What follows belongs to an exercise in optimizing a design on an open flow for small area, a short achievable clock period and few clock cycles; a production flow would make more cautious choices. In this exercise RTL edits were held to simulation tests only and were not proved equivalent to the original. Power figures rest on the tool's default switching activity, not on a simulated workload.

Setup of nickel:
## moldudp64_rx_top
module moldudp64_rx_top
(
	input  wire        clk,
	input  wire        nreset,
	input  wire        s_tvalid,
	input  wire        s_tlast,
	input  wire [7:0]  s_tkeep,
	input  wire [63:0] s_tdata,
	output logic       s_tready,
	output logic       msg_valid,
	output logic       msg_start,
	output logic       msg_last,
	output logic [7:0] msg_mask,
	output logic [63:0] msg_data,
	output logic [79:0] msg_sid,
	output logic [63:0] msg_seq
);
clock: 6.5 ns
lec_check: 0
cap_margin: 20
core_margin: 2
core_utilization: 60
setup_slack_margin: 4.0
slew_margin: 20
standard.sh (not shown) runs the stock make flow with config.mk's settings and CLKGATE_MAP_FILE= SYNTH_SCRIPT=/design/flow/synth_recipe.tcl, a recipe that flattens the netlist after the stock synthesis.
==> flow/flow/run.sh <==
#!/bin/bash
# Layout: the standard flow (standard.sh, all steps to finish), with
# - sky130_fd_sc_hd__buf_1 as the cell that buffers each input and output port;
# - clock tree synthesis on larger sink clusters driven by clkbuf_16 cells,
#   without dummy loads (the other CTS options are the standard ones).
# The full output of the run goes to standard.log in this folder; ORFS keeps
# each step's own log under orfs/logs.
set -uo pipefail
export BUFFER_PORTS_ARGS="-buffer_cell sky130_fd_sc_hd__buf_1"
export CTS_ARGS="-sink_clustering_enable -repair_clock_nets -dont_use_dummy_load -sink_clustering_size 25 -sink_clustering_max_diameter 60 -buf_list {sky130_fd_sc_hd__clkbuf_16}"
bash standard.sh > standard.log 2>&1
status=$?
tail -n 20 standard.log
exit $status
Testbench counts of nickel, summed over its fixed seeds: cycles 15,562.
Relative to nickel, the following input files were edited for lagoon:
# nickel
export LEC_CHECK = 0
export CAP_MARGIN = 20
export CORE_MARGIN = 2
export CORE_UTILIZATION = 60
export SETUP_SLACK_MARGIN = 4.0
export SLEW_MARGIN = 20
create_clock -name core_clock -period 6.5 [get_ports {clk}]
# lagoon
export LEC_CHECK = 0
export CAP_MARGIN = 20
export CORE_MARGIN = 2
export CORE_UTILIZATION = 60
export SETUP_SLACK_MARGIN = 4.3
export SLEW_MARGIN = 20
export TNS_END_PERCENT = 30
create_clock -name core_clock -period 6.5 [get_ports {clk}]
==> run notes <==
Between nickel and lagoon, the starting density of the core figures differ only marginally. Of lagoon and nickel, the run reporting the lower critical path depth was lagoon. In the route summary, lagoon ends up with a via count exceeding that of nickel. Taking nickel as the reference, in lagoon non-clock buffer count went up 161, combinational power increased by 21% relative to the old numbers. Delta(number of cells upsized or downsized after cts, lagoon - nickel) > 0. Re reported max-cap violation count: no difference whatsoever between nickel and lagoon. Setup slack: lagoon lower than nickel.

* * *

Another version of the RTL of moldudp64_rx_top (not shown whole).
For scale: about 440 flip-flops, roughly 300 I/O pins.
==> flow/config.mk <==
export PLATFORM = sky130hd
export DESIGN_NAME = moldudp64_rx_top
export DESIGN_NICKNAME = moldudp64_rx_top
export VERILOG_FILES = /design/flow/design.v
export SDC_FILE = /design/flow/constraint.sdc
export NUM_CORES = 4
export LEC_CHECK = 0
export CAP_MARGIN = 20
export CORE_MARGIN = 2
export CORE_UTILIZATION = 60
export SETUP_SLACK_MARGIN = 4.0
export SLEW_MARGIN = 20
==> flow/constraint.sdc <==
create_clock -name core_clock -period 6.5 [get_ports {clk}]
set_input_delay 1.3000 -clock core_clock [delete_from_list [all_inputs] [get_ports {clk}]]
set_output_delay 1.3000 -clock core_clock [all_outputs]
set_load 0.01 [all_outputs]
Scripts as last shown in full above: flow/flow/run.sh
The starting point finished clean.
Testbench counts at the start, summed over its fixed seeds: cycles 15,562.
==> next run, changes <==
==> flow/flow/run.sh (replaced) <==
#!/bin/bash
# Layout: the standard flow (standard.sh, all steps to finish), with
# sky130_fd_sc_hd__buf_1 as the cell that buffers each input and output port.
# The full output of the run goes to standard.log in this folder; ORFS keeps
# each step's own log under orfs/logs.
set -uo pipefail
export BUFFER_PORTS_ARGS="-buffer_cell sky130_fd_sc_hd__buf_1"
bash standard.sh > standard.log 2>&1
status=$?
tail -n 20 standard.log
exit $status
What happened:
- The changed run completed with no timing, DRC or antenna violations
- first-iteration DRC count rose by roughly a tenth
- clock skew fell by 44 ps
- cell count rose by a few percent
- worst setup slack improves by 23 ps
- total power rose by a little under a tenth
- area after synthesis stays the same
- register-to-register slack improves by 20 ps

-- what the ideal ports hide --
Ports are ideal in the flow. The routed layouts listed here were re-timed in OpenROAD.
Step 1 assumes that a clkbuf_16 drives the clock port and a buf_2 every other input.
Step 2 also shifts input and output timing later by t, the mid clock arrival at the registers, as if the neighbouring blocks saw the same clock.
Slacks: ideal ports / drivers / drivers and shift; pairs: ideal ports / drivers.
run	shift t [ns]	slack for setup (ns)	worst slew at a driven data input, ns
nickel	0.578	3.990 / 3.963 / 3.683	0.08
lagoon	0.588	3.979 / 3.922 / 3.700	0.07
the first run of note 2	0.562	3.886 / 3.886 / 3.819	0.06
the second run of note 2	0.609	3.908 / 3.908 / 3.823	0.06
After both steps setup and hold are still met in every run listed. The setup slack of nickel, which loses most, moves by -0.027 ns with the drivers and by -0.307 ns with both steps.
